This is an optimization exercise on Yosys and OpenROAD, whose aim is small area, a short achievable clock period and few clock cycles, not a production implementation. At most, simulation tests tie the RTL to the original design; equivalence was not proved. No functional check of the RTL was part of runs 1, 2, 5 and 6. Power is estimated from default activity; no workload was simulated.

$ cat flow/run.sh
#!/bin/bash
set -euo pipefail
MARGIN=$(cat flow/margin.txt)
bash standard.sh synth > synth.log 2>&1
bash standard.sh "SETUP_SLACK_MARGIN=$MARGIN" \
	"BUFFER_PORTS_ARGS=-buffer_cell sky130_fd_sc_hd__buf_2" finish > layout.log 2>&1
$ cat flow/margin.txt
6.8
$ cat standard.sh
#!/bin/bash
# synth_recipe.tcl (not shown) runs the flow's synth.tcl, then flattens the netlist and writes it again
# the make line also repeats each setting of config.mk as NAME=value (left out here)
make -C /OpenROAD-flow-scripts/flow DESIGN_CONFIG=/design/flow/config.mk WORK_HOME=/design/flow/orfs CLKGATE_MAP_FILE= SYNTH_SCRIPT=/design/flow/synth_recipe.tcl "${@:-finish}"
$ cat config.mk
export PLATFORM = sky130hd
export DESIGN_NAME = srt_div_top
export DESIGN_NICKNAME = srt_div_top
export VERILOG_FILES = /design/flow/design.v
export SDC_FILE = /design/flow/constraint.sdc
export NUM_CORES = 4
export LEC_CHECK = 0
export CAP_MARGIN = 20
export CORE_MARGIN = 2
export CORE_UTILIZATION = 45
export PLACE_DENSITY = 0.6
export SLEW_MARGIN = 20
$ cat constraint.sdc
create_clock -name core_clock -period 10.0 [get_ports {clk}]
set_input_delay 2.0000 -clock core_clock [delete_from_list [all_inputs] [get_ports {clk}]]
set_output_delay 2.0000 -clock core_clock [all_outputs]
set_load 0.01 [all_outputs]
$ cat design.v
`default_nettype none
package srt_pkg;
	parameter int APB_DATA_W = 32;	 
	parameter int EST_W = 5;	 
	typedef enum logic [2:0] {
		QD_ZERO = 3'b000,
		QD_POS1 = 3'b001,
		QD_POS2 = 3'b010,
		QD_NEG2 = 3'b110,
		QD_NEG1 = 3'b111
	} qdigit_e;
	typedef enum logic [7:0] {
		ADDR_DIVIDEND = 8'h00,
		ADDR_DIVISOR = 8'h04,	 
		ADDR_STATUS = 8'h08,
		ADDR_RESULT = 8'h0C	 
	} reg_addr_e;
endpackage
`default_nettype wire
`timescale 1ns/10ps
`default_nettype none
module srt_div_top (
	input logic clk,
	input logic arst_n,
	input logic psel,
	input logic penable,
	input logic pwrite,
	input logic [7:0] paddr,
	input logic [srt_pkg::APB_DATA_W-1:0] pwdata,
	output logic [srt_pkg::APB_DATA_W-1:0] prdata,
	output logic pready,
	output logic pslverr
);
	localparam logic [7:0] A_DVD = 8'h00;
	localparam logic [7:0] A_DVS = 8'h04;
	localparam logic [7:0] A_STS = 8'h08;
	localparam logic [7:0] A_RES = 8'h0C;
	logic [15:0] dividend;
	logic [31:0] slot [3];		 
	logic [2:0] sdbz;		 
	logic [1:0] sskip [3];		 
	logic [2:0] wr_oh;		 
	logic [2:0] rd_oh;		 
	logic [2:0] nx_oh;		 
	logic [2:0] n_out;		 
	logic [2:0] n_rdy;		 
	logic [1:0] n_sres;		 
	logic [1:0] n_pend;		 
	logic wbf;			 
	logic busy;			 
	logic hold;			 
	logic [3:0] cnt;		 
	logic [15:0] ur;		 
	logic [15:0] uq;		 
	logic [15:0] ud;		 
	logic udbz;			 
	logic pre_dbz;			 
	logic [2:0] pre_c;		 
	logic [1:0] pre_skip;
	logic dvd_wr_q;			 
	logic div_wr_q;			 
	logic rd_res_q;			 
	assign pready = 1'b1;
	logic setup;
	logic launch;
	logic pop;
	logic [2:0] n_rdy_vis;		 
	logic [31:0] head;		 
	logic head_dbz;
	assign setup = psel & ~penable;
	assign launch = div_wr_q;
	assign pop = rd_res_q;
	assign n_rdy_vis = n_rdy + {2'b0, wbf};
	always_comb begin
		if (n_sres != 2'd0) begin
			head = ({32{rd_oh[0]}} & slot[0]) | ({32{rd_oh[1]}} & slot[1]) |
				({32{rd_oh[2]}} & slot[2]);
			head_dbz = |(rd_oh & sdbz);
		end else begin
			head = {ur, uq};
			head_dbz = udbz;
		end
	end
	always_ff @(posedge clk or negedge arst_n) begin
		if (!arst_n) begin
			dvd_wr_q <= 1'b0;
			div_wr_q <= 1'b0;
			rd_res_q <= 1'b0;
		end else begin
			dvd_wr_q <= setup & pwrite & (paddr == A_DVD);
			div_wr_q <= setup & pwrite & (paddr == A_DVS) & (n_out != 3'd4);
			rd_res_q <= setup & ~pwrite & (paddr == A_RES) & (n_rdy_vis != 3'd0);
		end
	end
	always_ff @(posedge clk) begin
		pslverr <= (pwrite & (paddr == A_DVS) & (n_out == 3'd4)) |
			(~pwrite & (paddr == A_RES) & (n_rdy_vis == 3'd0));
		case (paddr)
			A_DVD: prdata <= {16'b0, dividend};
			A_STS: prdata <= {24'b0, 1'b0, n_rdy_vis, 2'b0,
				head_dbz & (n_rdy_vis != 3'd0), n_rdy_vis != 3'd0};
			A_RES: prdata <= (n_rdy_vis != 3'd0) ? head : 32'b0;
			default: prdata <= 32'b0;
		endcase
	end
	always_ff @(posedge clk) begin
		if (dvd_wr_q)
			dividend <= pwdata[15:0];
	end
	logic [16:0] sx;
	logic [17:0] sd;
	logic sq;
	logic [15:0] nr;		 
	logic [15:0] nq;
	assign sx = {ur, uq[15]};
	assign sd = {1'b0, sx} - {2'b0, ud};
	assign sq = ~sd[17];
	assign nr = sq ? sd[15:0] : sx[15:0];
	assign nq = {uq[14:0], sq};
	logic last;			 
	logic idle;			 
	logic pend_store;		 
	logic fin;			 
	logic swap;			 
	logic fin_new;			 
	logic fin_hold;			 
	logic move_new;			 
	logic load_new;			 
	logic [2:0] wsel;		 
	logic [31:0] bus;		 
	logic bus_dbz;
	logic [31:0] ops;		 
	logic [15:0] la;		 
	logic [15:0] lb;
	logic l_dbz;
	logic [1:0] l_skip;		 
	logic [15:0] lr;		 
	logic [15:0] lq;
	logic [3:0] lcnt;
	assign last = busy & (cnt == 4'd0);
	assign idle = ~busy & ~hold;
	assign pend_store = launch & busy & ~(last & (n_pend == 2'd0));
	assign fin = last & ~pend_store;
	assign swap = fin & (n_pend != 2'd0);
	assign fin_new = fin & (n_pend == 2'd0) & launch;
	assign fin_hold = fin & (n_pend == 2'd0) & ~launch;
	assign move_new = hold & launch;
	assign load_new = launch & ~pend_store;
	assign ops = ({32{nx_oh[0]}} & slot[0]) | ({32{nx_oh[1]}} & slot[1]) |
		({32{nx_oh[2]}} & slot[2]);
	assign wsel = pend_store ? wr_oh :
		swap ? nx_oh :
		(fin_new | move_new) ? wr_oh : 3'b000;
	assign bus = pend_store ? {dividend, pwdata[15:0]} :
		hold ? {ur, uq} : {nr, nq};
	assign bus_dbz = pend_store ? pre_dbz : udbz;
	always_ff @(posedge clk) begin
		pre_dbz <= (pwdata[15:0] == 16'b0);
		pre_c <= {dividend[15:4] < pwdata[15:0], dividend[15:8] < pwdata[15:0],
			dividend[15:12] < pwdata[15:0]};
	end
	assign pre_skip = pre_c[2] ? 2'd3 : pre_c[1] ? 2'd2 : pre_c[0] ? 2'd1 : 2'd0;
	assign la = swap ? ops[31:16] : dividend;
	assign lb = swap ? ops[15:0] : pwdata[15:0];
	assign l_dbz = swap ? |(nx_oh & sdbz) : pre_dbz;
	assign l_skip = swap ? (({2{nx_oh[0]}} & sskip[0]) | ({2{nx_oh[1]}} & sskip[1]) |
		({2{nx_oh[2]}} & sskip[2])) : pre_skip;
	always_comb begin
		if (l_dbz) begin
			lr = {1'b0, la[15:1]};
			lq = {la[0], 15'h7fff};
			lcnt = 4'd0;
		end else begin
			case (l_skip)
				2'd3: begin
					lr = {4'b0, la[15:4]};
					lq = {la[3:0], 12'b0};
					lcnt = 4'd3;
				end
				2'd2: begin
					lr = {8'b0, la[15:8]};
					lq = {la[7:0], 8'b0};
					lcnt = 4'd7;
				end
				2'd1: begin
					lr = {12'b0, la[15:12]};
					lq = {la[11:0], 4'b0};
					lcnt = 4'd11;
				end
				default: begin
					lr = 16'b0;
					lq = la;
					lcnt = 4'd15;
				end
			endcase
		end
	end
	always_ff @(posedge clk or negedge arst_n) begin
		if (!arst_n) begin
			busy <= 1'b0;
			hold <= 1'b0;
			cnt <= 4'd0;
			wr_oh <= 3'b001;
			rd_oh <= 3'b001;
			nx_oh <= 3'b001;
			n_out <= 3'd0;
			n_rdy <= 3'd0;
			n_sres <= 2'd0;
			n_pend <= 2'd0;
			wbf <= 1'b0;
		end else begin
			if (swap | load_new) begin
				busy <= 1'b1;
				cnt <= lcnt;
			end else if (fin) begin
				busy <= 1'b0;
			end else if (busy & ~last) begin
				cnt <= cnt - 4'd1;
			end
			if (fin_hold)
				hold <= 1'b1;
			else if (move_new | (pop & (n_sres == 2'd0)))
				hold <= 1'b0;
			if (pend_store | fin_new | move_new)
				wr_oh <= {wr_oh[1:0], wr_oh[2]};
			if (swap | fin_new | move_new)
				nx_oh <= {nx_oh[1:0], nx_oh[2]};
			if (pop & (n_sres != 2'd0))
				rd_oh <= {rd_oh[1:0], rd_oh[2]};
			n_out <= n_out + {2'b0, launch} - {2'b0, pop};
			n_rdy <= n_rdy + {2'b0, wbf} - {2'b0, pop};
			n_sres <= n_sres + {1'b0, swap | fin_new | move_new} -
				{1'b0, pop & (n_sres != 2'd0)};
			n_pend <= n_pend + {1'b0, pend_store} - {1'b0, swap};
			wbf <= fin;
		end
	end
	always_ff @(posedge clk) begin
		if (swap | load_new) begin
			ur <= lr;
			uq <= lq;
			ud <= lb;
			udbz <= l_dbz;
		end else if ((busy & ~last) | fin_hold) begin
			ur <= nr;
			uq <= nq;
		end
		for (int i = 0; i < 3; i++) begin
			if (wsel[i]) begin
				slot[i] <= bus;
				sdbz[i] <= bus_dbz;
			end
			if (pend_store & wr_oh[i])
				sskip[i] <= pre_skip;
		end
	end
endmodule
`default_nettype wire
==> run summary, run 1 <==
Floorplan:
- For this configuration, the core starts out at a cell density of 45.9%.
- The total I/O pin count is 79.
- The floorplan step set the die height to 170 µm.
- The floorplan step set the die width to 170 µm.
- In this run the core area contains 60 standard-cell rows.
- The die covers 28,900 µm².
- The core outline area is 27,000 µm².

Layout:
- The area overhead of the layout relative to synthesis is 12.2%.
- The fraction of layout instances using a drive strength above 1 is 14.2%.
- 0 antenna diodes ended up in the layout.
- The library cell used most frequently in the layout, excluding fill and tap cells, is sky130_fd_sc_hd__edfxtp_1.
- The library cells used most frequently in the layout, excluding fill and tap cells, are sky130_fd_sc_hd__edfxtp_1, sky130_fd_sc_hd__nand2_1, sky130_fd_sc_hd__a21oi_1, sky130_fd_sc_hd__o21ai_0, sky130_fd_sc_hd__nor2_1.
- In the final design database the tool counted 1,277 nets.

Yosys:
- The synthesized cell area is 12,400 µm².
- The count of flip-flops with a built-in enable after synthesis is 170.
- In the synthesized netlist the async set-or-reset flop fraction comes to 12.3%.
- When the netlist entered floorplanning its net count stood at 1,243.
- Among all flip-flop cells after synthesis, the most frequent one is sky130_fd_sc_hd__edfxtp_1.
- The share of the Yosys chip area taken by registers is 53.0%.
- In the synthesized netlist, the number of instances is 1,148.
- The synthesis warning total is 3.
- The number of different library cells used by synthesis comes to 80.
- The count of state elements after synthesis is 236.
- The average instance in the mapped netlist occupies 10.8 µm².

Worst setup path:
- The arrival time of the worst setup path is 3.51 ns.
- Data on the critical path is required at its endpoint by 10.39 ns.
- The worst register-to-register path ends at ur[7].
- Traced cell by cell, the critical path runs through buf_2 > nor4_1 > nor3b_2 > nand4b_1 > buf_4 > buf_4 > a211oi_2.
- The type of origin of the critical path is an input port.
- The element type at the critical path end is a register.
- The number of cells traversed by the worst register-to-register path is 12.
- The slowest stage of the critical path belongs to the cell sky130_fd_sc_hd__a211oi_2.
- The startpoint identified for the worst register-to-register timing path is cnt[0].
- The highest cell delay on the worst timing path is 0.37 ns.
- For flop-to-flop paths, the worst setup slack is 6.94 ns.
- In this design, the critical path's most frequently occurring cell is sky130_fd_sc_hd__buf_4.
- The worst setup path is of the in2reg kind.
- The sum of buffers and inverters on the critical path is 3.
- The biggest fanout along the worst timing path is 17.
- Broken down by cell family, the worst path's largest delay share belongs to simple AND/OR/NAND/NOR gates.

STA:
- Timing would allow up to 0.321 GHz.
- Of the available clock period, the critical path in the final layout requires 31.2%.
- Setup repair after global routing could not meet its margin everywhere.
- The setup TNS is 0 ns.
- The final setup violation count is 0.
- The final number of max-transition violations is 0.
- The worst relative slew slack is 27.6%.
- At the pin with the least slew margin, the transition time is 1.09 ns.
- The worst-case clock skew is 0.0225 ns.
- The worst hold slack after final layout is 0.463 ns.
- The routed design could run at a clock period as short as 3.12 ns.
- The final hold violation count is 0.

Min path:
- The tightest min-delay check is of the reg2reg type.
- The worst hold path begins at n_out[2].
- The cell count of the worst hold path is 1.
- For hold timing, the worst endpoint is n_out[2].

Route:
- The number of design rule violations left after detail routing is 0.
- Once detail routing completed, the nets flagged for antenna violations numbered 0.
- The post-detailed-routing wire length is 37,700 µm.
- The total number of vias is 9,726.
- Using the TritonRoute via totals, the vias-per-cell ratio works out to 6.30.
- After the first detailed-routing iteration, the DRC count stood at 1,376.
- Dividing the detail-routed wire length by the instance count gives 24.5 µm.
- For this run, the detailed router's first-pass iteration total came to 8.

Clock network:
- At the later pin of the worst-skew pair, clock insertion delay measures 0.55 ns.
- Clock tree synthesis selected as its root buffer the cell sky130_fd_sc_hd__clkbuf_16.
- After clock tree synthesis, the clock-pin slew on the worst setup and hold paths is 0.06 ns.
- The TritonCTS buffer count is 26.
- TritonCTS built the clock tree.
- The worst-case clock buffer depth is 3.
- The maximum level of the CTS H-tree is 1.
- The clock net in this run drives a total of 236 sinks.

Status:
- The run finished with no timing, DRC or antenna violations.

Global routing:
- Global routing used 26.1% of the available tracks.
- Entering global routing, the biggest net connects 53 pins.
- The number of antenna violations at the first check in global routing is 0.
- The residual overflow from global routing is 0.
- The via count of the first global-routing pass is 9,277.
- The first-pass GRT wire length is 56,700 µm.

Pwr:
- VDD sags by at most 0.000122 V.
- The total power density per cell area is 149 nW/µm².
- Summed over all cells, the static leakage comes to 5.23 nW.
- The total power is 0.00208 W.

Place:
- At the end of routability-driven placement, the weighted congestion stood at 0.910.
- Detailed placement finished with a half-perimeter wire length of 25,100 µm.
- The number of buffers added on ports is 61.

Run:
- The max-cap check violation count is 0.
where the power goes:
part           switching (W)  internal, W
Sequential       0.000000829      0.00104
Combinational      0.0000287    0.0000166
Clock               0.000396     0.000595
Total               0.000426      0.00165
worst max-delay path by stage:
stage                     startpoint          to  depth (start not counted)
after floorplan            pwdata[1]    pre_c[2]                          8
after global placement      paddr[5]  prdata[30]                          6
after detailed placement    paddr[5]  prdata[30]                          6
after CTS                     cnt[0]      cnt[3]                         12
after global routing          cnt[0]       uq[9]                         12
final                       paddr[5]  prdata[30]                          7
what timing repair did:
item / in CTS / in global routing
buffers inserted: 6 / 3
setup endpoints to repair: 82 / 65
pin swaps: 1 / 2
gates resized for setup: 11 / 10
cloned: 1 / 0
hold buffers: 0 / 0
hold endpoints to repair: 0 / 0
layer usage:
| layer | part of all wire, % | global-route usage, % |
|---|---|---|
| met1 | 44 | 37.9 |
| met2 | 45 | 40.8 |
| met3 | 8.9 | 3.84 |
| met4 | 2.6 | 6.87 |
| met5 | 0 | 0 |
sequential cells by signal, summed over array words and instances (netlist names), 4 cells and up:
signal    flops
slot         96
prdata       32
dividend     16
ud           16
uq           16
ur           16
sskip         6
cnt           4
cells in the mapped netlist, types with 13 or more instances:
cell type,n,area (µm²)
sky130_fd_sc_hd__dfrtp_1,26,651
sky130_fd_sc_hd__nor2_1,74,278
sky130_fd_sc_hd__a211oi_1,24,180
sky130_fd_sc_hd__o21ai_0,91,455
sky130_fd_sc_hd__edfxtp_1,170,5100
sky130_fd_sc_hd__nand2_1,98,368
sky130_fd_sc_hd__dfxtp_1,37,741
sky130_fd_sc_hd__nand3_1,15,75.1
sky130_fd_sc_hd__nor3_1,31,155
sky130_fd_sc_hd__mux2i_1,38,380
sky130_fd_sc_hd__xnor2_1,14,123
sky130_fd_sc_hd__buf_2,14,70.1
sky130_fd_sc_hd__a21o_1,13,97.6
sky130_fd_sc_hd__inv_1,51,191
sky130_fd_sc_hd__a222oi_1,68,681
sky130_fd_sc_hd__clkbuf_1,45,169
sky130_fd_sc_hd__ha_1,48,601
sky130_fd_sc_hd__a21oi_1,91,455
per-stage QoR:
step / instance area (µm²) / setup WS [ns] / std cells / utilization, %
2_1_floorplan: 12400 / 6.87 / 1148 / -
3_3_place_gp: 12900 / 5.33 / 1485 / 47.6
3_5_place_dp: 12900 / 5.32 / 1485 / 47.6
4_1_cts: 13900 / 6.82 / 1540 / 51.3
5_1_grt: 13900 / 6.75 / 1543 / 51.5
6_report: 13900 / 6.88 / 1543 / 51.5
area by class of cell:
cell class | count | area [µm²]
Clock inverter | 11 | 141
Fill cell | 2403 | 13100
Tap cell | 341 | 427
Sequential cell | 236 | 6580
Timing Repair Buffer | 84 | 497
Multi-Input combinational cell | 778 | 5300
Inverter | 56 | 235
Clock buffer | 37 | 743
kinds of logic (layout without fill, tap and decap cells):
group / after synthesis / after routing / share of synthesized area, %
multiplexers: 49 / 50 / 4.27
flip-flops: 236 / 236 / 53.0
other: 1 / 1 / 0.0302
XOR/XNOR: 15 / 15 / 1.06
buffers and inverters: 135 / 188 / 4.85
AND/OR/NAND/NOR: 284 / 284 / 10.8
adder cells (fa/ha/maj): 50 / 50 / 5.16
AO/OA/AOI/OAI: 378 / 378 / 20.8
==> run 2, diff against run 1 <==
==> flow/margin.txt (replaced) <==
7.1
==> run 2 against run 1 <==
Routed wire length up 8.0%. First-iteration DRC count shrank 9.7%. Still clean on timing, DRC and antenna. Register-to-register slack better by 0.16 ns. Highest routed layer unchanged. Critical path type unchanged. Count of clock-buffer cells in the layout is 1 lower. Largest cell class unchanged.
==> run summary, run 2 <==
Route:
- The post-detailed-routing wire length is 40,800 µm (+8.0%).
- The total number of vias is 10,092 (+3.8%).
- The number of design rule violations left after detail routing was 0 (unchanged).
- The number of vias per cell is 6.45 (+2.4%).
- The remaining antenna violation count after routing is 0 (unchanged).
- The detailed-route wire length per cell is 26.1 µm (+6.6%).
- The starting DRC count in detailed routing is 1,242 (-9.7%).
- The first-pass iteration count of the detailed router came to 6 (-2).

Global routing:
- The most congested layer reported by global routing is met2.
- The met2 track demand over resource is 44.1% (+3.3 points).
- The residual overflow from global routing is 0 (unchanged).
- The largest net degree at the start of global routing was 61 (+15%).
- The met3 demand-to-capacity share in global routing is 4.07% (+0.23 points).
- The number of antenna violations at the first check in global routing is 1 (+1).
- The met1 routing resource usage after global routing is 38.3% (+0.35 points).
- The via count of the first global-routing pass came to 9,501 (+2.4%).
- The first-pass GRT wire length is 59,100 µm (+4.1%).
- The global-route total usage across every layer is 27.3% (+1.2 points).

Worst setup path:
- Walking the worst path, the cells encountered are buf_6 > nor4_4 > nor3b_4 > nand4b_1 > buf_6 > clkbuf_16 > a211oi_2.
- In this design, the largest share of critical-path delay is due to simple AND/OR/NAND/NOR gates.
- The data required time of the critical path is 10.44 ns (+0.05 ns).
- The element type at the critical path end is a register.
- The path type of the worst setup path is in2reg.
- The biggest fanout along the worst timing path was 8 (-9).
- Among the stages of the critical path, the cell type that occurs most often is sky130_fd_sc_hd__buf_6.
- The master of the slowest instance on the critical path is sky130_fd_sc_hd__nor4_4.
- The highest cell delay on the worst timing path is 0.27 ns (-0.10 ns).
- The sum of buffers and inverters on the critical path is 3 (unchanged).
- STA classifies the critical path startpoint as an input port.
- The arrival time of the worst setup path is 3.42 ns (-0.09 ns).

Place:
- The final estimated routing congestion in global placement is 0.933 (+2.5%).
- The placed wire-length estimate is 26,200 µm (+4.0%).
- The cell count after placement is 1,485 (unchanged).
- The number of buffers added on ports came to 61 (unchanged).
- The instance area after placement is 12,900 µm² (+0.56%).

STA:
- Setup repair after global routing could not meet its margin everywhere.
- The actual slew at the worst max-slew pin came to 0.978 ns (-0.109 ns).
- The final number of max-transition violations was 0 (unchanged).
- The final worst-path cycle share is 29.8% (-1.4 points).
- The achievable clock frequency is 0.336 GHz (+4.7%).
- The final setup violation count was 0 (unchanged).
- The final critical-path required period is 2.98 ns (-0.141 ns).
- The worst-case clock skew was 0.00778 ns (-0.0148 ns).
- The worst relative slew slack came to 34.8% (+7.2 points).
- The final hold violation count was 0 (unchanged).
- The setup TNS is 0 ns (unchanged).

Layout:
- The largest registers in the layout are slot x96, prdata x32.
- The number of nets in the final layout is 1,298 (+1.6%).
- The fraction of layout instances using a drive strength above 1 is 21.2% (+7.0 points).
- In the layout the commonest cells are sky130_fd_sc_hd__edfxtp_1, sky130_fd_sc_hd__nand2_1, sky130_fd_sc_hd__a21oi_1.
- The non-filler instance count after layout was 1,564 (+1.4%).
- The diode insertion count for antenna repair is 0 (unchanged).
- The final instance area is 14,700 µm² (+5.2%).
- Leaving out fill and tap cells, the most frequent cell in the layout is sky130_fd_sc_hd__edfxtp_1.
- Compared with the post-synthesis result, the final layout area differs by 18.0%.
- The largest register by flop count is slot.
- The number of flip-flops in the largest register was 96 (unchanged).
- The total of fill cells in the finished design came to 2,345 (-2.4%).

Floorplan:
- The core outline area was 27,000 µm² (unchanged).
- The initial cell density of the core is 45.9% (unchanged).
- The vertical die dimension is 170 µm (unchanged).
- The total I/O pin count came to 79 (unchanged).
- The total die area was 28,900 µm² (unchanged).
- The cell row count came to 60 (unchanged).
- The die outline width is 170 µm (unchanged).

Yosys:
- The synthesized cell area is 12,400 µm² (unchanged).
- The share of synthesized cell area in full adder, half adder and majority cells is 5.16% (unchanged).
- Of all cell types, the one taking the most synthesized area is sky130_fd_sc_hd__edfxtp_1.
- In the synthesized netlist, the cells that appear most often are sky130_fd_sc_hd__edfxtp_1, sky130_fd_sc_hd__nand2_1, sky130_fd_sc_hd__a21oi_1, sky130_fd_sc_hd__o21ai_0, sky130_fd_sc_hd__nor2_1.
- The count of unique library cells instantiated by Yosys was 80 (unchanged).
- The basic-gate share of the synthesized area counting and, or, nand and nor cells came to 10.8% (unchanged).
- The share of cell area taken by muxes after synthesis is 4.27% (unchanged).
- Among all flip-flop cells after synthesis, the most frequent one is sky130_fd_sc_hd__edfxtp_1.
- The share of synthesized area occupied by flip-flops and latches is 53.0% (unchanged).
- The share of the synthesized netlist area taken by xor and xnor gates came to 1.06% (unchanged).
- The share of the synthesized area in the top cell type was 41.1% (unchanged).
- The synthesized instance count is 1,148 (unchanged).
- The area fraction in compound gates after synthesis is 20.8% (unchanged).
- The synthesized net count was 1,243 (unchanged).
- The synthesis warning total was 3 (unchanged).
- Ranked by total cell area, the synthesized netlist is headed by sky130_fd_sc_hd__edfxtp_1, sky130_fd_sc_hd__dfxtp_1, sky130_fd_sc_hd__a222oi_1.
- The count of flip-flops with a built-in enable after synthesis is 170 (unchanged).
- The async set or reset register ratio after synthesis is 12.3% (unchanged).
- The count of state elements after synthesis is 236 (unchanged).
- By area, the combinational part of the netlist is dominated by compound AO/OA/AOI/OAI gates.
- The mean area per synthesized cell came to 10.8 µm² (unchanged).
- Among all cell types in the netlist, the one instantiated most often is sky130_fd_sc_hd__edfxtp_1.

Clock network:
- The clock slew seen by the registers of the worst setup and hold paths came to 0.06 ns (about the same).
- The cell sitting at the root of the clock tree is a sky130_fd_sc_hd__clkbuf_16.
- The maximum level of the CTS H-tree is 1 (unchanged).
- The total number of clock tree sinks is 236 (unchanged).
- The clock insertion delay at the later pin of the skew report is 0.53 ns (-0.02 ns).
- The worst-case clock buffer depth is 3 (unchanged).
- The clock tree from TritonCTS is built.
- The TritonCTS buffer count is 27 (+3.8%).

Pwr:
- The total power density per cell area came to 143 nW/µm² (-4.1%).
- The worst ir drop on vdd is 0.000103 V (-15%).
- The leakage power of the design came to 5.45 nW (+4.1%).

Run:
- The max-cap check violation count is 0 (unchanged).

Status:
- The flow ran to the end and the layout has no timing, DRC or antenna violations.

Min path:
- The class of the most critical hold timing path is reg2reg.
-- run 2: cell counts after synthesis --
No cell type changed its count.
-- run 2: layout make-up --
cell class / count / area, µm² / area share (%)
Multi-Input combinational cell: 779 / 5610 / 38.3
Tap cell: 341 / 427 / 2.91
Sequential cell: 236 / 6600 / 45.0
Inverter: 56 / 267 / 1.82
Clock buffer: 36 / 759 / 5.18
Timing Repair Buffer: 103 / 841 / 5.74
Clock inverter: 13 / 149 / 1.02
-- run 2: stage by stage --
step                setup slack [ns]  total power (W)  hold WS (ns)  util [%]
floorplan                       6.89          0.00109         0.438         -
global placement                5.62          0.00111         0.460      47.9
detailed placement              5.62          0.00111         0.466      47.9
CTS                             7.01          0.00210         0.479      52.3
global route                    6.99          0.00215         0.502      54.2
finish                          7.02          0.00210         0.476      54.2
-- run 2: path summary, 6_finish.rpt --
| check | start | to | slack [ns] | cells past startpoint |
|---|---|---|---|---|
| max in group asynchronous | arst_n | rd_oh[1] | 8.01 | 1 |
| min in group asynchronous | arst_n | n_rdy[2] | 1.50 | 1 |
| setup reg to reg | ur[1] | slot[2][22] | 7.10 | 8 |
| hold reg to reg | n_out[2] | n_out[2] | 0.48 | 1 |
| hold / removal | n_out[2] | n_out[2] | 0.48 | 1 |
| setup / recovery | paddr[6] | prdata[31] | 7.02 | 7 |
-- run 2: metal layers --
metal  up-vias  wire [µm]
li1       4524          -
met1      4939      17200
met2       558      18800
met3        71       3630
met4         0       1120
met5         -          0
-- run 2: power breakdown --
group	leakage [nW]	switching (W)	internal, W
Combinational	2.77	0.0000309	0.0000188
Sequential	2.23	0.000000917	0.00104
Clock	0.450	0.000396	0.000609
-- run 2: cell families after synthesis --
group           Yosys count
compound gates          378
xor+xnor                 15
fa+ha+maj                50
buf+inv                 135
flops                   236
mux                      49
other cells               1
simple gates            284
-- run 2: timing repair --
action / in CTS / in global routing
gates cloned: 1 / 5
buffers inserted: 10 / 14
pin swaps: 6 / 8
hold buffers: 0 / 0
gates resized for setup: 44 / 81
endpoints found under the setup margin: 195 / 143
==> run 3, diff against run 2 <==
--- a/design.v
+++ b/design.v
@@ -49,6 +49,7 @@
 	logic wbf;			 
 	logic busy;			 
 	logic hold;			 
+	logic last;			 
 	logic [3:0] cnt;		 
 	logic [15:0] ur;		 
 	logic [15:0] uq;		 
@@ -117,7 +118,6 @@
 	assign sq = ~sd[17];
 	assign nr = sq ? sd[15:0] : sx[15:0];
 	assign nq = {uq[14:0], sq};
-	logic last;			 
 	logic idle;			 
 	logic pend_store;		 
 	logic fin;			 
@@ -137,7 +137,6 @@
 	logic [15:0] lr;		 
 	logic [15:0] lq;
 	logic [3:0] lcnt;
-	assign last = busy & (cnt == 4'd0);
 	assign idle = ~busy & ~hold;
 	assign pend_store = launch & busy & ~(last & (n_pend == 2'd0));
 	assign fin = last & ~pend_store;
@@ -198,6 +197,7 @@
 	always_ff @(posedge clk or negedge arst_n) begin
 		if (!arst_n) begin
 			busy <= 1'b0;
+			last <= 1'b0;
 			hold <= 1'b0;
 			cnt <= 4'd0;
 			wr_oh <= 3'b001;
@@ -212,10 +212,13 @@
 			if (swap | load_new) begin
 				busy <= 1'b1;
 				cnt <= lcnt;
+				last <= l_dbz;
 			end else if (fin) begin
 				busy <= 1'b0;
+				last <= 1'b0;
 			end else if (busy & ~last) begin
 				cnt <= cnt - 4'd1;
+				last <= (cnt == 4'd1);
 			end
 			if (fin_hold)
 				hold <= 1'b1;
==> flow/margin.txt (replaced) <==
6.9
--- a/config.mk
+++ b/config.mk
@@ -8,5 +8,8 @@
 export CAP_MARGIN = 20
 export CORE_MARGIN = 2
 export CORE_UTILIZATION = 45
+export CTS_BUF_LIST = sky130_fd_sc_hd__clkbuf_16
+export CTS_CLUSTER_DIAMETER = 60
+export CTS_CLUSTER_SIZE = 20
 export PLACE_DENSITY = 0.6
 export SLEW_MARGIN = 20
==> run 3 against run 2 <==
Still clean on timing, DRC and antenna. Utilization is 2.5 points lower. Clock skew is 0.010 ns higher. Non-clock buffer count is 2 higher. Area after synthesis is 0.78% lower. Register-to-register slack worse by 0.13 ns. Cell area is 4.9% lower. Sequential share of layout area is 2.4 points higher. Sequential cell count is 1 higher. Worst hold slack worse by 0.0030 ns. Cell count is 1.3% lower. Critical path type is now reg2reg. Critical endpoint is now slot[1][23]. Highest routed layer unchanged.
==> run summary, run 3 <==
Status:
- The run finished with no timing, DRC or antenna violations.

Floorplan:
- The initial cell density of the core came to 45.7% (-0.23 points).
- The core outline area is 27,000 µm² (-0.28%).
- The cell row count came to 60 (unchanged).
- The total I/O pin count is 79 (unchanged).
- The vertical die dimension was 169 µm (-0.38%).
- The total die area is 28,700 µm² (-0.76%).
- The die outline width is 169 µm (-0.38%).

Min path:
- The worst hold path belongs to the class reg2reg.
- The worst min-delay path startpoint is n_out[2].

Layout:
- The final instance area is 13,900 µm² (-4.9%).
- The top cell types in the final layout, fill and taps aside, are sky130_fd_sc_hd__edfxtp_1, sky130_fd_sc_hd__nand2_1, sky130_fd_sc_hd__o21ai_0.
- The diode insertion count for antenna repair was 0 (unchanged).
- The area overhead of the layout relative to synthesis is 13.2%.
- The number of flip-flops in the largest register is 96 (unchanged).
- The largest registers in the layout are slot x96, prdata x32.
- The number of nets in the final layout is 1,284 (-1.1%).
- The total of fill cells in the finished design came to 2,406 (+2.6%).
- The largest register by flop count is slot.
- The library cell used most frequently in the layout, excluding fill and tap cells, is sky130_fd_sc_hd__edfxtp_1.
- The fraction of layout instances using a drive strength above 1 was 17.3% (-3.9 points).

Pwr:
- The switching component of the power is 0.00107 W (+150%).
- The worst ir drop on vdd is 0.000128 V (+24%).
- The total power is 0.00319 W (+52%).
- The total power density per cell area is 229 nW/µm² (+60%).
- The power share of the clock group is 26.1% (-22 points).
- The internal power component was 0.00212 W (+27%).
- The leakage power of the design is 5.23 nW (-4.0%).
- The share of power burned in registers is 43.5% (-6.2 points).
- The share of total power consumed by net switching is 33.5% (+13 points).
- The fraction of power consumed by combinational cells was 30.4% (+28 points).

Worst setup path:
- The type of origin of the critical path is a register.
- The data required time of the critical path is 10.22 ns (-0.22 ns).
- The arrival time of the worst setup path is 3.25 ns (-0.17 ns).
- Tracing the worst setup path back leads to its startpoint at ur[3].
- STA classifies the critical path endpoint as a register.
- The startpoint of the lowest-slack register-to-register path is ur[3].
- The biggest fanout along the worst timing path is 8 (unchanged).
- The setup path with the least slack is of type reg2reg.

Place:
- The placed wire-length estimate came to 24,800 µm (-5.1%).
- The final estimated routing congestion in global placement is 0.940 (+0.74%).
- The instance area after placement is 12,900 µm² (-0.49%).
- The number of buffers added on ports is 61 (unchanged).

Route:
- The total number of vias is 9,809 (-2.8%).
- The number of design rule violations left after detail routing is 0 (unchanged).
- The number of vias per cell is 6.36 (-1.5%).
- The post-detailed-routing wire length was 37,800 µm (-7.2%).
- The remaining antenna violation count after routing is 0 (unchanged).
- The first-pass iteration count of the detailed router came to 7 (+1).
- The starting DRC count in detailed routing was 1,351 (+8.8%).
- The detailed-route wire length per cell is 24.5 µm (-5.9%).

STA:
- The worst relative slew slack is 29.6% (-5.2 points).
- The actual slew at the worst max-slew pin is 1.06 ns (+0.0775 ns).
- The final worst-path cycle share is 30.3% (+0.51 points).
- The final critical-path required period is 3.03 ns (+0.0508 ns).
- The final number of max-transition violations is 0 (unchanged).
- The achievable clock frequency is 0.330 GHz (-1.7%).
- The setup TNS is 0 ns (unchanged).
- The final setup violation count is 0 (unchanged).
- The worst-case clock skew is 0.0181 ns (+0.0103 ns).
- The final hold violation count is 0 (unchanged).
- Setup repair after global routing left no endpoint under its margin.

Yosys:
- The synthesized cell area was 12,300 µm² (-0.78%).
- The mean area per synthesized cell came to 10.9 µm² (+0.36%).
- The synthesized instance count was 1,135 (-1.1%).
- The count of state elements after synthesis is 237 (+0.42%).
- The share of the synthesized area in the top cell type is 41.4% (+0.32 points).
- The count of unique library cells instantiated by Yosys was 68 (-15%).
- The synthesized net count is 1,231 (-0.97%).
- By count the netlist is led by sky130_fd_sc_hd__edfxtp_1, sky130_fd_sc_hd__o21ai_0, sky130_fd_sc_hd__nand2_1.
- The synthesized design spends more area on one cell type than any other, namely sky130_fd_sc_hd__edfxtp_1.
- The count of flip-flops with a built-in enable after synthesis is 170 (unchanged).
- The most common flop cell mapped by yosys is sky130_fd_sc_hd__edfxtp_1.
- After synthesis, the cell types taking the most area are sky130_fd_sc_hd__edfxtp_1, sky130_fd_sc_hd__dfxtp_1, sky130_fd_sc_hd__dfrtp_1.
- The share of synthesized area occupied by flip-flops and latches is 53.6% (+0.62 points).
- The synthesis warning total is 3 (unchanged).
- The async set or reset register ratio after synthesis came to 12.7% (+0.37 points).
- By instance count, the leading cell after synthesis is sky130_fd_sc_hd__edfxtp_1.

Clock network:
- TritonCTS built the clock tree.
- The worst-case clock buffer depth is 3 (unchanged).
- The buffer cell driving the clock tree root is sky130_fd_sc_hd__clkbuf_16.
- The clock insertion delay at the later pin of the skew report is 0.53 ns (about the same).
- The hold buffer count at CTS is 0 (unchanged).
- The TritonCTS buffer count is 21 (-22%).
- The clock slew seen by the registers of the worst setup and hold paths is 0.07 ns (about the same).
- The total number of clock tree sinks is 237 (+0.42%).
- The maximum level of the CTS H-tree was 1 (unchanged).

Global routing:
- The residual overflow from global routing came to 0 (unchanged).
- The number of antenna violations at the first check in global routing came to 0 (-1).
- The largest net degree at the start of global routing is 46 (-25%).
- The global-route total usage across every layer is 26.0% (-1.3 points).
- The first-pass GRT wire length is 56,100 µm (-5.0%).
- The via count of the first global-routing pass came to 9,164 (-3.5%).

Run:
- The max-cap check violation count is 0 (unchanged).
## run 3: changes by cell type after synthesis, sizes merged, moves of 6 or more
cell    delta
clkbuf     +8
nand2b     +7
a21oi     -19
a22oi      +6
mux2       +6
nor2      +16
nor3      -19
o22ai      +7
inv        -7
or3        -6
buf       -12
## run 3: logic make-up after synthesis
logic type | after synthesis | synth area share (%)
xor gates and xnor gates | 23 | 1.64
other | 1 | 0.0304
AOI/OAI and AO/OA | 359 | 19.9
buffers and inverters | 125 | 4.24
and+or+nand+nor | 283 | 10.6
DFF | 237 | 53.6
adders and majority gates | 51 | 5.30
muxes | 56 | 4.70
## run 3: cell type report
class	instances	area (µm²)	share of cell area [%]
Inverter	50	191	1.37
Multi-Input combinational cell	773	5370	38.6
Sequential cell	237	6610	47.4
Clock inverter	16	171	1.23
Tap cell	341	427	3.06
Timing Repair Buffer	105	643	4.61
Clock buffer	21	526	3.77
## run 3: power groups by stage
stage | Sequential [W] | Clock [W] | Combinational [W]
finish | 0.00139 | 0.000832 | 0.000970
global route | 0.00140 | 0.000873 | 0.00106
CTS | 0.00138 | 0.000842 | 0.000846
detailed placement | 0.00140 | 0 | 0.000824
global placement | 0.00141 | 0 | 0.000803
floorplan | 0.00136 | 0 | 0.000627
## run 3: repair_timing
action | CTS | global route
pin swaps | 3 | 3
gates resized for setup | 15 | 30
setup endpoints to repair | 188 | 104
cloned | 0 | 1
endpoints found under the hold margin | 0 | 0
setup buffers | 11 | 13
## run 3: path summary, 6_finish.rpt
path / to / slack, ns / cells past startpoint
setup / recovery: slot[1][23] / 6.97 / 11
max in group asynchronous: div_wr_q / 7.96 / 1
hold reg to reg: n_out[2] / 0.47 / 1
setup reg to reg: slot[1][23] / 6.97 / 11
min in group asynchronous: n_rdy[2] / 1.53 / 1
hold / removal: n_out[2] / 0.47 / 1
## run 3: routing by layer
metal	GRT usage [%]	wire, µm	vias to the layer above
met5	0	0	-
met4	6.39	832	0
met3	3.73	3420	63
met2	40.0	16600	480
met1	38.7	17000	4819
li1	-	-	4447
## run 3: per-stage QoR
| stage | cells | util, % | hold WS (ns) | setup WS, ns |
|---|---|---|---|---|
| after floorplan | 1135 | - | 0.438 | 6.89 |
| after global placement | 1481 | 47.8 | 0.453 | 6.03 |
| after detailed placement | 1481 | 47.8 | 0.462 | 6.01 |
| after CTS | 1529 | 50.9 | 0.478 | 6.92 |
| after global routing | 1543 | 51.7 | 0.503 | 6.89 |
| final | 1543 | 51.7 | 0.473 | 6.97 |
## run 3: critical path, cell delays in order (launching register included)
cell	delay, ns
sky130_fd_sc_hd__edfxtp_1	0.45
sky130_fd_sc_hd__ha_2	0.44
sky130_fd_sc_hd__a21o_1	0.20
sky130_fd_sc_hd__a31oi_4	0.06
sky130_fd_sc_hd__a211oi_4	0.35
sky130_fd_sc_hd__a311oi_2	0.19
sky130_fd_sc_hd__o211ai_1	0.21
sky130_fd_sc_hd__buf_4	0.16
sky130_fd_sc_hd__buf_6	0.17
sky130_fd_sc_hd__buf_4	0.14
sky130_fd_sc_hd__mux2i_1	0.22
sky130_fd_sc_hd__a21oi_1	0.14
Testbench counts of run 3, summed over its fixed seeds: cycles 24,558.
==> run 4, diff against run 3 <==
--- a/config.mk
+++ b/config.mk
@@ -8,8 +8,5 @@
 export CAP_MARGIN = 20
 export CORE_MARGIN = 2
 export CORE_UTILIZATION = 45
-export CTS_BUF_LIST = sky130_fd_sc_hd__clkbuf_16
-export CTS_CLUSTER_DIAMETER = 60
-export CTS_CLUSTER_SIZE = 20
 export PLACE_DENSITY = 0.6
 export SLEW_MARGIN = 20
==> run 4 against run 3 <==
Still clean. Critical path depth is 1 higher. Area after synthesis did not move. Worst hold slack lost 0.0027 ns. Sequential power about the same. Cell area up 0.92%. Clock power up 15%. First-iteration DRC count grew 7.3%. Die area is the same. Cell count increased by 0.52%. Routed wire length is essentially flat. Combinational power shrank 3.2%. Sequential share of layout area is 0.43 points lower.
==> run summary, run 4 <==
STA:
- The final worst-path cycle share is 30.3% (+0.077 points).
- The worst-case clock skew came to 0.00993 ns (-0.00818 ns).
- The setup TNS is 0 ns (unchanged).
- The achievable clock frequency came to 0.329 GHz (-0.25%).
- The final hold violation count is 0 (unchanged).
- The final number of max-transition violations was 0 (unchanged).
- The final critical-path required period was 3.03 ns (+0.00773 ns).
- The final setup violation count is 0 (unchanged).
- The worst hold slack after final layout is 0.470 ns (-0.00266 ns).
- The worst relative slew slack came to 28.2% (-1.4 points).
- The worst-case setup margin in the final layout is 6.97 ns (-0.00773 ns).
- Setup repair after global routing left no endpoint under its margin.
- The actual slew at the worst max-slew pin is 1.08 ns (+0.0208 ns).

Yosys:
- The synthesis warning total is 3 (unchanged).
- The synthesized cell area is 12,300 µm² (unchanged).
- The share of the synthesized area in the top cell type is 41.4% (unchanged).
- The count of flip-flops with a built-in enable after synthesis is 170 (unchanged).
- The share of synthesized area occupied by flip-flops and latches is 53.6% (unchanged).
- The count of state elements after synthesis was 237 (unchanged).
- Yosys attributes the largest share of cell area to sky130_fd_sc_hd__edfxtp_1, sky130_fd_sc_hd__dfxtp_1, sky130_fd_sc_hd__dfrtp_1.
- sky130_fd_sc_hd__edfxtp_1 is the most common cell in the netlist.
- The biggest area contributor in the post-synthesis netlist is sky130_fd_sc_hd__edfxtp_1.
- The synthesized instance count is 1,135 (unchanged).
- The synthesized net count was 1,231 (unchanged).
- The commonest cells after synthesis are sky130_fd_sc_hd__edfxtp_1, sky130_fd_sc_hd__o21ai_0, sky130_fd_sc_hd__nand2_1.
- The count of unique library cells instantiated by Yosys is 68 (unchanged).
- The mean area per synthesized cell was 10.9 µm² (unchanged).
- The async set or reset register ratio after synthesis is 12.7% (unchanged).
- For this run, the leading register cell type out of synthesis is sky130_fd_sc_hd__edfxtp_1.

Layout:
- The library cell used most frequently in the layout, excluding fill and tap cells, is sky130_fd_sc_hd__edfxtp_1.
- The area overhead of the layout relative to synthesis is 14.2%.
- In the layout the commonest cells are sky130_fd_sc_hd__edfxtp_1, sky130_fd_sc_hd__nand2_1, sky130_fd_sc_hd__o21ai_0.
- The number of nets in the final layout is 1,287 (+0.23%).
- The largest register by flop count is slot.
- The area used by multi-input combinational logic is 5360 µm² (-0.21%).
- The number of flip-flops in the largest register was 96 (unchanged).
- The diode insertion count for antenna repair came to 0 (unchanged).
- The fraction of layout instances using a drive strength above 1 is 16.4% (-0.86 points).
- The largest registers in the layout are slot x96, prdata x32.
- The sequential cell area is 6610 µm² (unchanged).
- The total of fill cells in the finished design is 2,380 (-1.1%).

Route:
- The number of vias per cell is 6.35 (-0.12%).
- The total number of vias is 9,848 (+0.40%).
- The starting DRC count in detailed routing is 1,449 (+7.3%).
- The number of design rule violations left after detail routing is 0 (unchanged).
- The remaining antenna violation count after routing came to 0 (unchanged).
- The first-pass iteration count of the detailed router came to 8 (+1).
- The post-detailed-routing wire length is 37,900 µm (about the same).
- The detailed-route wire length per cell came to 24.4 µm (-0.48%).

Floorplan:
- The vertical die dimension is 169 µm (unchanged).
- The total die area is 28,700 µm² (unchanged).
- The core outline area is 27,000 µm² (unchanged).
- The total I/O pin count is 79 (unchanged).
- The cell row count is 60 (unchanged).
- The initial cell density of the core is 45.7% (unchanged).
- The die outline width is 169 µm (unchanged).

Clock network:
- The maximum level of the CTS H-tree is 1 (unchanged).
- The TritonCTS buffer count is 26 (+24%).
- TritonCTS built the clock tree.
- The clock slew seen by the registers of the worst setup and hold paths is 0.06 ns (about the same).
- The clock insertion delay at the later pin of the skew report is 0.54 ns (about the same).
- The total number of clock tree sinks is 237 (unchanged).
- The buffer cell driving the clock tree root is sky130_fd_sc_hd__clkbuf_16.
- The worst-case clock buffer depth is 3 (unchanged).

Worst setup path:
- The highest cell delay on the worst timing path is 0.37 ns (-0.08 ns).
- Among all stages on the critical path, the largest delay is contributed by sky130_fd_sc_hd__edfxtp_1.
- The data required time of the critical path is 10.23 ns (about the same).
- The worst setup path is of the reg2reg kind.
- The element type at the critical path end is a register.
- The signal on the critical path passes through inv_1 > ha_1 > a21oi_1 > o21ai_1 > and3_1 > a311oi_4 > o211ai_1 > buf_4 > buf_6 > buf_4 > mux2i_1 > a21oi_1.
- The worst setup path is launched from a register.
- The biggest fanout along the worst timing path is 8 (unchanged).
- The arrival time of the worst setup path came to 3.27 ns (+0.02 ns).

Run:
- The max-cap check violation count was 0 (unchanged).

Global routing:
- The number of antenna violations at the first check in global routing is 0 (unchanged).
- The largest net degree at the start of global routing is 46 (unchanged).
- The first-pass GRT wire length was 56,200 µm (about the same).
- The global-route total usage across every layer is 26.0% (+0.053 points).
- The via count of the first global-routing pass is 9,174 (+0.11%).
- The residual overflow from global routing is 0 (unchanged).

Pwr:
- The total power density per cell area is 233 nW/µm² (+1.9%).
- The leakage power of the design was 5.30 nW (+1.4%).
- The worst ir drop on vdd is 0.000145 V (+14%).

Status:
- The run finished with no timing, DRC or antenna violations.

Place:
- The number of buffers added on ports came to 61 (unchanged).
- The placed wire-length estimate is 24,800 µm (unchanged).
- The final estimated routing congestion in global placement was 0.940 (unchanged).
- The worst setup slack before clock tree synthesis is 6.01 ns (unchanged).

Min path:
- In this run the worst hold path is classified as reg2reg.
-- run 4: changes by cell type in the layout (fill, tap and decap cells not counted), sizes merged --
cell      delta
buf          -2
clkinvlp     +1
clkinv       -3
inv          -7
clkbuf      +19
-- run 4: cell families (layout without fill, tap and decap cells) --
group           count (synthesis)  in the layout  synth area share, %
compound gates                359            359                 19.9
xor+xnor                       23             23                 1.64
flops                         237            237                 53.6
other cells                     1              1               0.0304
buf+inv                       125            200                 4.24
mux                            56             56                 4.70
fa+ha+maj                      51             51                 5.30
simple gates                  283            283                 10.6
-- run 4: layout make-up --
| type | count | area share [%] |
|---|---|---|
| flip-flops and latches | 237 | 47.0 |
| well taps | 341 | 3.03 |
| multi-input cells | 773 | 38.1 |
| clock inverters | 7 | 0.409 |
| inverters | 50 | 1.36 |
| repair buffers | 103 | 4.44 |
| clock buffers | 40 | 5.67 |
-- run 4: per-layer routing --
metal  GRT usage (%)  vias to the layer above  routed length (µm)
met3            4.17                       60                3500
li1                -                     4454                   -
met5               0                        -                   0
met4            6.76                        0                 820
met2            39.7                      489               16700
met1            38.6                     4845               16900
-- run 4: repair_timing --
action,4_1_cts,5_1_grt
cloned,0,1
buffers inserted,12,10
setup endpoints to repair,186,120
hold buffers,0,0
gates resized for setup,11,27
pin swaps,3,3
-- run 4: power breakdown --
part / leakage (nW) / internal (W) / switching, W
Sequential: 2.25 / 0.00129 / 0.000102
Combinational: 2.64 / 0.000391 / 0.000549
Clock: 0.413 / 0.000571 / 0.000382
Total: 5.30 / 0.00225 / 0.00103
-- run 4: worst max-delay path, delay by kind of cell, from the launching register on --
| family | cells | cell delay (ns) |
|---|---|---|
| AND/OR/NAND/NOR | 1 | 0.23 |
| flip-flops | 1 | 0.37 |
| buffers and inverters | 4 | 0.64 |
| adder cells (fa/ha/maj) | 1 | 0.32 |
| multiplexers | 1 | 0.18 |
| AO/OA/AOI/OAI | 5 | 0.99 |
-- run 4: final timing paths --
path | startpoint | to | slack [ns] | depth (start not counted)
setup / recovery | ud[6] | slot[0][25] | 6.97 | 12
hold / removal | n_out[2] | n_out[2] | 0.47 | 1
setup reg to reg | ud[6] | slot[0][25] | 6.97 | 12
hold reg to reg | n_out[2] | n_out[2] | 0.47 | 1
max in group asynchronous | arst_n | rd_oh[1] | 7.98 | 1
min in group asynchronous | arst_n | n_out[1] | 1.52 | 1
-- run 4: stage by stage --
stage	total power (W)	instance area [µm²]	cells	utilization (%)
after CTS	0.00320	13900	1540	51.5
final	0.00328	14100	1551	52.2
after global placement	0.00221	12900	1481	47.8
after detailed placement	0.00223	12900	1481	47.8
after floorplan	0.00199	12300	1135	-
after global routing	0.00343	14100	1551	52.2
==> run 5, diff against run 4 <==
--- a/design.v
+++ b/design.v
@@ -42,11 +42,8 @@
 	logic [2:0] wr_oh;		 
 	logic [2:0] rd_oh;		 
 	logic [2:0] nx_oh;		 
-	logic [2:0] n_out;		 
-	logic [2:0] n_rdy;		 
 	logic [1:0] n_sres;		 
 	logic [1:0] n_pend;		 
-	logic wbf;			 
 	logic busy;			 
 	logic hold;			 
 	logic last;			 
@@ -65,13 +62,19 @@
 	logic setup;
 	logic launch;
 	logic pop;
-	logic [2:0] n_rdy_vis;		 
+	logic [2:0] n_rdy;		 
+	logic rdy_nz;			 
+	logic full;			 
+	logic [2:0] n_sp;
 	logic [31:0] head;		 
 	logic head_dbz;
 	assign setup = psel & ~penable;
 	assign launch = div_wr_q;
 	assign pop = rd_res_q;
-	assign n_rdy_vis = n_rdy + {2'b0, wbf};
+	assign n_rdy = {1'b0, n_sres} + {2'b0, hold};
+	assign rdy_nz = (n_sres != 2'd0) | hold;
+	assign n_sp = {1'b0, n_sres} + {1'b0, n_pend};
+	assign full = n_sp[2] | ((n_sp == 3'd3) & (busy | hold));
 	always_comb begin
 		if (n_sres != 2'd0) begin
 			head = ({32{rd_oh[0]}} & slot[0]) | ({32{rd_oh[1]}} & slot[1]) |
@@ -89,18 +92,18 @@
 			rd_res_q <= 1'b0;
 		end else begin
 			dvd_wr_q <= setup & pwrite & (paddr == A_DVD);
-			div_wr_q <= setup & pwrite & (paddr == A_DVS) & (n_out != 3'd4);
-			rd_res_q <= setup & ~pwrite & (paddr == A_RES) & (n_rdy_vis != 3'd0);
-		end
-	end
-	always_ff @(posedge clk) begin
-		pslverr <= (pwrite & (paddr == A_DVS) & (n_out == 3'd4)) |
-			(~pwrite & (paddr == A_RES) & (n_rdy_vis == 3'd0));
+			div_wr_q <= setup & pwrite & (paddr == A_DVS) & ~full;
+			rd_res_q <= setup & ~pwrite & (paddr == A_RES) & rdy_nz;
+		end
+	end
+	always_ff @(posedge clk) begin
+		pslverr <= (pwrite & (paddr == A_DVS) & full) |
+			(~pwrite & (paddr == A_RES) & ~rdy_nz);
 		case (paddr)
 			A_DVD: prdata <= {16'b0, dividend};
-			A_STS: prdata <= {24'b0, 1'b0, n_rdy_vis, 2'b0,
-				head_dbz & (n_rdy_vis != 3'd0), n_rdy_vis != 3'd0};
-			A_RES: prdata <= (n_rdy_vis != 3'd0) ? head : 32'b0;
+			A_STS: prdata <= {24'b0, 1'b0, n_rdy, 2'b0,
+				head_dbz & rdy_nz, rdy_nz};
+			A_RES: prdata <= rdy_nz ? head : 32'b0;
 			default: prdata <= 32'b0;
 		endcase
 	end
@@ -203,11 +206,8 @@
 			wr_oh <= 3'b001;
 			rd_oh <= 3'b001;
 			nx_oh <= 3'b001;
-			n_out <= 3'd0;
-			n_rdy <= 3'd0;
 			n_sres <= 2'd0;
 			n_pend <= 2'd0;
-			wbf <= 1'b0;
 		end else begin
 			if (swap | load_new) begin
 				busy <= 1'b1;
@@ -230,12 +230,9 @@
 				nx_oh <= {nx_oh[1:0], nx_oh[2]};
 			if (pop & (n_sres != 2'd0))
 				rd_oh <= {rd_oh[1:0], rd_oh[2]};
-			n_out <= n_out + {2'b0, launch} - {2'b0, pop};
-			n_rdy <= n_rdy + {2'b0, wbf} - {2'b0, pop};
 			n_sres <= n_sres + {1'b0, swap | fin_new | move_new} -
 				{1'b0, pop & (n_sres != 2'd0)};
 			n_pend <= n_pend + {1'b0, pend_store} - {1'b0, swap};
-			wbf <= fin;
 		end
 	end
 	always_ff @(posedge clk) begin
--- a/config.mk
+++ b/config.mk
@@ -8,5 +8,8 @@
 export CAP_MARGIN = 20
 export CORE_MARGIN = 2
 export CORE_UTILIZATION = 45
+export CTS_BUF_LIST = sky130_fd_sc_hd__clkbuf_8
+export CTS_CLUSTER_DIAMETER = 60
+export CTS_CLUSTER_SIZE = 16
 export PLACE_DENSITY = 0.6
 export SLEW_MARGIN = 20
==> run 5 against run 4 <==
Clock power decreased by 31%. Critical path depth fell by 8. Fmax fell by 2.1%. Synthesized cell count rose by 8.5%. Critical endpoint is now slot[2][3]. Count of clock-buffer cells in the layout decreased by 13. Still clean. Highest routed layer unchanged. Cell area is 0.61% lower. Largest cell class unchanged.
==> run summary, run 5 <==
STA:
- The setup TNS was 0 ns (unchanged).
- The worst relative slew slack came to 23.8% (-4.4 points).
- The worst-case setup margin in the final layout is 6.90 ns (-0.0643 ns).
- Setup repair after global routing could not meet its margin everywhere.
- The final hold violation count is 0 (unchanged).
- The final setup violation count was 0 (unchanged).
- The actual slew at the worst max-slew pin is 1.14 ns (+0.0658 ns).
- The final critical-path required period is 3.10 ns (+0.0643 ns).
- The achievable clock frequency was 0.323 GHz (-2.1%).
- The worst-case clock skew is 0.0171 ns (+0.00716 ns).
- The final number of max-transition violations is 0 (unchanged).
- The final worst-path cycle share was 31.0% (+0.64 points).

Yosys:
- Yosys attributes the largest share of cell area to sky130_fd_sc_hd__edfxtp_1, sky130_fd_sc_hd__dfxtp_1, sky130_fd_sc_hd__a222oi_1.
- The share of synthesized area occupied by flip-flops and latches is 50.9% (-2.7 points).
- The synthesized instance count is 1,232 (+8.5%).
- The count of unique library cells instantiated by Yosys is 85 (+25%).
- The count of state elements after synthesis came to 230 (-3.0%).
- sky130_fd_sc_hd__edfxtp_1 takes more of the synthesized area than any other cell.
- The mean area per synthesized cell is 10.2 µm² (-5.6%).
- The most common flop cell mapped by yosys is sky130_fd_sc_hd__edfxtp_1.
- After synthesis, the most frequently instantiated cells are sky130_fd_sc_hd__edfxtp_1, sky130_fd_sc_hd__nand2_1, sky130_fd_sc_hd__o21ai_0.
- The share of the synthesized area in the top cell type came to 40.4% (-1.0 points).
- The synthesized net count is 1,325 (+7.6%).
- The async set or reset register ratio after synthesis is 10.0% (-2.7 points).
- The count of flip-flops with a built-in enable after synthesis came to 170 (unchanged).
- The synthesized cell area came to 12,600 µm² (+2.5%).
- The most common cell in the synthesized netlist is sky130_fd_sc_hd__edfxtp_1.
- The synthesis warning total was 3 (unchanged).

Place:
- The final estimated routing congestion in global placement came to 0.988 (+5.1%).
- The cell count after placement is 1,602 (+8.2%).
- The worst setup slack before clock tree synthesis is 6.54 ns (+0.527 ns).
- The placed wire-length estimate is 27,700 µm (+12%).
- The number of buffers added on ports is 61 (unchanged).

Global routing:
- The largest net degree at the start of global routing was 60 (+30%).
- The global-route total usage across every layer came to 28.4% (+2.4 points).
- The residual overflow from global routing is 0 (unchanged).
- The number of antenna violations at the first check in global routing is 1 (+1).
- The first-pass GRT wire length is 62,700 µm (+12%).
- The via count of the first global-routing pass is 10,497 (+14%).

Route:
- The remaining antenna violation count after routing came to 0 (unchanged).
- The starting DRC count in detailed routing was 1,361 (-6.1%).
- The total number of vias was 10,810 (+9.8%).
- The first-pass iteration count of the detailed router came to 9 (+1).
- The number of vias per cell came to 6.52 (+2.7%).
- The detailed-route wire length per cell is 25.1 µm (+3.0%).
- The post-detailed-routing wire length is 41,700 µm (+10%).
- The number of design rule violations left after detail routing is 0 (unchanged).

Layout:
- The total of fill cells in the finished design is 2,581 (+8.4%).
- The area overhead of the layout relative to synthesis is 10.7%.
- The top cell types in the final layout, fill and taps aside, are sky130_fd_sc_hd__edfxtp_1, sky130_fd_sc_hd__nand2_1, sky130_fd_sc_hd__o21ai_0.
- The non-filler instance count after layout is 1,657 (+6.8%).
- The number of flip-flops in the largest register came to 96 (unchanged).
- The largest registers in the layout are slot x96, prdata x32.
- The number of nets in the final layout is 1,355 (+5.3%).
- Leaving out fill and tap cells, the most frequent cell in the layout is sky130_fd_sc_hd__edfxtp_1.
- slot holds more flip-flops than any other register.
- The fraction of layout instances using a drive strength above 1 is 14.9% (-1.6 points).

Floorplan:
- The cell row count is 61 (+1.7%).
- The total die area is 29,400 µm² (+2.4%).
- The core outline area was 27,700 µm² (+2.8%).
- The initial cell density of the core is 45.6% (-0.13 points).
- The vertical die dimension was 171 µm (+1.2%).
- The die outline width came to 171 µm (+1.2%).
- The total I/O pin count is 79 (unchanged).

Min path:
- The class of the most critical hold timing path is reg2reg.

Worst setup path:
- The biggest fanout along the worst timing path is 33 (+25).
- The reg2reg setup slack is 6.90 ns (-0.06 ns).
- The type of origin of the critical path is a register.
- The critical path in this run is classified as reg2reg.
- The arrival time of the worst setup path is 3.27 ns (about the same).
- The element type at the critical path end is a register.
- The data required time of the critical path is 10.17 ns (-0.06 ns).

Clock network:
- The hold buffer count at CTS came to 0 (unchanged).
- The maximum level of the CTS H-tree was 1 (unchanged).
- The worst-case clock buffer depth is 3 (unchanged).
- The clock slew seen by the registers of the worst setup and hold paths is 0.09 ns (+0.03 ns).
- TritonCTS built the clock tree.
- The total number of clock tree sinks came to 230 (-3.0%).
- The clock insertion delay at the later pin of the skew report is 0.57 ns (+0.03 ns).
- The TritonCTS buffer count is 22 (-15%).
- The buffer cell driving the clock tree root is sky130_fd_sc_hd__clkbuf_8.

Pwr:
- The leakage power of the design came to 5.09 nW (-3.9%).
- The worst ir drop on vdd is 0.000112 V (-23%).
- The total power density per cell area was 219 nW/µm² (-6.0%).

Status:
- The run finished with no timing, DRC or antenna violations.

Run:
- The max-cap check violation count is 0 (unchanged).
[run 5: area by class of cell]
type	instances	area [µm²]	share of cell area [%]
inverters	52	199	1.42
flip-flops and latches	230	6430	46.0
multi-input cells	861	5810	41.5
repair buffers	95	562	4.02
clock inverters	13	138	0.984
clock buffers	27	372	2.66
well taps	378	473	3.38
diodes	1	2.50	0.0179
[run 5: cells by family after synthesis]
logic type / after synthesis / share of synthesized area, %
fa+ha+maj: 48 / 4.88
compound gates: 425 / 23.1
mux: 40 / 3.30
other cells: 1 / 0.0297
buf+inv: 142 / 4.57
xor+xnor: 11 / 0.763
simple gates: 335 / 12.5
flops: 230 / 50.9
[run 5: path summary, 6_finish.rpt]
kind | cells after the start | from | endpoint
min in group asynchronous | 1 | arst_n | n_pend[1]
max in group asynchronous | 1 | arst_n | rd_oh[2]
max | 4 | hold | slot[2][3]
min reg2reg | 1 | wr_oh[1] | wr_oh[1]
min | 1 | wr_oh[1] | wr_oh[1]
max reg2reg | 4 | hold | slot[2][3]
[run 5: critical path: stages, from the launching register on]
cell and delay (ns):
sky130_fd_sc_hd__dfrtp_2 0.82, sky130_fd_sc_hd__inv_1 0.55, sky130_fd_sc_hd__nor2_1 0.21, sky130_fd_sc_hd__o31a_1 0.18, sky130_fd_sc_hd__a22o_2 0.92
[run 5: through the flow]
step | util [%] | power, W | instance area [µm²] | hold slack [ns]
floorplan | - | 0.00205 | 12600 | 0.480
global placement | 47.7 | 0.00233 | 13200 | 0.542
detailed placement | 47.8 | 0.00235 | 13200 | 0.549
CTS | 49.9 | 0.00301 | 13800 | 0.569
global route | 50.5 | 0.00322 | 14000 | 0.596
finish | 50.5 | 0.00307 | 14000 | 0.568
[run 5: layer usage]
metal  wire [µm]  vias to the layer above  GRT usage [%]  share of wire [%]
li1            -                     4859              -                  -
met1       17300                     5294           38.8                 42
met5           0                        -              0                  0
met3        4070                       95           4.81                9.8
met4        1210                        0           10.5                2.9
met2       19000                      562           45.6                 46
[run 5: power by group]
part	internal, W	total (W)	switching [W]
clock	0.000307	0.000659	0.000352
combinational	0.000391	0.00102	0.000625
sequential	0.00125	0.00139	0.000138
total	0.00195	0.00307	0.00111
[run 5: repair_timing]
item                       4_1_cts  5_1_grt
buffers inserted                 3       10
pin swaps                        2        4
setup endpoints to repair       91      161
cloned                           1        0
resized for setup                9       17
==> run 6, diff against run 5 <==
--- a/config.mk
+++ b/config.mk
@@ -7,9 +7,9 @@
 export LEC_CHECK = 0
 export CAP_MARGIN = 20
 export CORE_MARGIN = 2
-export CORE_UTILIZATION = 45
-export CTS_BUF_LIST = sky130_fd_sc_hd__clkbuf_8
+export CORE_UTILIZATION = 60
+export CTS_BUF_LIST = sky130_fd_sc_hd__clkbuf_16
 export CTS_CLUSTER_DIAMETER = 60
-export CTS_CLUSTER_SIZE = 16
-export PLACE_DENSITY = 0.6
+export CTS_CLUSTER_SIZE = 20
+export PLACE_DENSITY = 0.75
 export SLEW_MARGIN = 20
==> run 6 against run 5 <==
Cell count down 6.7%. Critical path type unchanged. Critical endpoint is now ur[3]. Via count up 1.3%. Critical path depth up 2. Worst hold slack worse by 0.0054 ns. Die area down 24%.
==> run summary, run 6 <==
Status:
- The run finished with no timing, DRC or antenna violations.

Place:
- The placed wire-length estimate is 27,100 µm (-2.3%).
- The cell count after placement is 1,500 (-6.4%).

STA:
- Setup repair after global routing could not meet its margin everywhere.
- The final critical-path required period is 3.11 ns (+0.00814 ns).
- The worst-case clock skew is 0.0212 ns (+0.00415 ns).
- The setup TNS is 0 ns (unchanged).
- The final number of max-transition violations is 0 (unchanged).
- The final worst-path cycle share is 31.1% (+0.081 points).
- The achievable clock frequency is 0.322 GHz (-0.26%).

Floorplan:
- The vertical die dimension came to 149 µm (-13%).
- The initial cell density of the core is 60.6% (+15 points).
- The cell row count was 53 (-13%).
- The core outline area is 20,800 µm² (-25%).

Route:
- The first-pass iteration count of the detailed router is 7 (-2).
- The number of vias per cell is 7.08 (+8.6%).
- The post-detailed-routing wire length came to 40,600 µm (-2.5%).
- The detailed-route wire length per cell was 26.3 µm (+4.5%).
- The starting DRC count in detailed routing is 1,888 (+39%).

Layout:
- From synthesis to final layout, the design area changed by 10.9%.
- The number of flip-flops in the largest register is 96 (unchanged).
- The top cell types in the final layout, fill and taps aside, are sky130_fd_sc_hd__edfxtp_1, sky130_fd_sc_hd__o21ai_0, sky130_fd_sc_hd__nand2_1.
- The number of nets in the final layout is 1,351 (-0.30%).
- The fraction of layout instances using a drive strength above 1 was 14.4% (-0.47 points).
- The largest registers in the layout are slot x96, prdata x32.
- The diode insertion count for antenna repair is 0 (-1).

Worst setup path:
- The worst setup path is captured at a register.
- The data required time of the critical path is 10.20 ns (+0.03 ns).
- The startpoint identified for the worst register-to-register timing path is nx_oh[1].
- The biggest fanout along the worst timing path is 38 (+15%).
- The most critical setup path has its startpoint at nx_oh[1].

Global routing:
- In this run the most used layer during global routing was met2.
- The met1 routing resource usage after global routing is 50.8% (+12 points).
- The met2 track demand over resource came to 57.6% (+12 points).
- The via count of the first global-routing pass came to 10,206 (-2.8%).

Clock network:
- Clock tree synthesis selected as its root buffer the cell sky130_fd_sc_hd__clkbuf_16.
- The hold buffer count at CTS is 0 (unchanged).
- The total number of clock tree sinks is 230 (unchanged).

Yosys:
- The synthesis warning total is 3 (unchanged).
- The count of flip-flops with a built-in enable after synthesis was 170 (unchanged).
- The async set or reset register ratio after synthesis is 10.0% (unchanged).
- The area fraction in compound gates after synthesis is 23.1% (unchanged).
- sky130_fd_sc_hd__edfxtp_1 is the most common cell in the netlist.
- The synthesized design spends more area on one cell type than any other, namely sky130_fd_sc_hd__edfxtp_1.
- The count of unique library cells instantiated by Yosys is 85 (unchanged).
- The share of cell area taken by muxes after synthesis is 3.30% (unchanged).
- The share of the synthesized netlist area taken by xor and xnor gates is 0.763% (unchanged).
- The synthesized instance count was 1,232 (unchanged).
- The share of the synthesized area in the top cell type was 40.4% (unchanged).
## run 6: metrics by stage
| stage | setup slack, ns | hold slack (ns) | utilization (%) | cell area, µm² | total power [W] |
|---|---|---|---|---|---|
| finish | 6.89 | 0.562 | 67.2 | 14000 | 0.00321 |
| global route | 6.87 | 0.589 | 67.2 | 14000 | 0.00334 |
| CTS | 6.88 | 0.560 | 66.6 | 13900 | 0.00314 |
| detailed placement | 5.87 | 0.544 | 63.0 | 13100 | 0.00235 |
| global placement | 5.90 | 0.531 | 63.0 | 13100 | 0.00233 |
| floorplan | 6.91 | 0.480 | - | 12600 | 0.00205 |
## run 6: cell families (layout without fill, tap and decap cells)
family	after synthesis	count (layout)
compound gates	425	425
xor+xnor	11	11
fa+ha+maj	48	48
buf+inv	142	180
flops	230	230
mux	40	40
other cells	1	1
simple gates	335	336
## run 6: worst max-delay path by stage
stage / end / slack (ns) / cells past startpoint
4_1_cts: uq[10] / 6.88 / 7
6_report: ur[3] / 6.89 / 6
2_1_floorplan: pre_c[2] / 6.91 / 7
5_1_grt: n_pend[1] / 6.87 / 10
3_3_place_gp: uq[10] / 5.90 / 7
3_5_place_dp: uq[10] / 5.87 / 7
## run 6: report_power, final
group	switching, W	leakage (nW)	total, W	internal [W]
clock network	0.000375	0.327	0.000787	0.000412
logic	0.000657	2.67	0.00105	0.000392
registers	0.000117	2.15	0.00137	0.00125
## run 6: routing by layer
layer,wire [µm],vias to the layer above
met1,15800,5232
met4,1600,0
met2,18400,749
met5,0,-
li1,-,4845
met3,4830,123
## run 6: what timing repair did
action                                  in CTS  in global routing
setup buffers                                5                  5
endpoints found under the setup margin     164                149
cloned                                       1                  1
gates resized for setup                     15                 17
endpoints found under the hold margin        0                  0
pin swaps                                    1                  4
## run 6: layout make-up
class	count	area [µm²]	area share, %
sequential	230	6430	45.9
multi-input combinational	861	5830	41.6
timing repair inverter	1	7.51	0.0536
tap	275	344	2.46
timing repair buffer	93	557	3.98
inverter	52	200	1.43
clock inverter	15	160	1.14
clock buffer	19	475	3.40
## run 6: worst max-delay path, stage by stage (launching register included)
cell and delay [ns]:
sky130_fd_sc_hd__dfrtp_1 0.37, sky130_fd_sc_hd__buf_4 0.30, sky130_fd_sc_hd__a222oi_1 0.96, sky130_fd_sc_hd__nand3_1 0.30
sky130_fd_sc_hd__a21boi_0 0.27, sky130_fd_sc_hd__a22oi_1 0.40, sky130_fd_sc_hd__o32ai_1 0.19

Re-timed with assumed drivers on the ports (clkbuf_16 on the clock, buf_2 on other inputs), run 6 has 6.893 ns of setup slack against 6.893 ns with ideal ports, and 6.498 ns once port delays also move by the mid clock arrival of 0.567 ns.
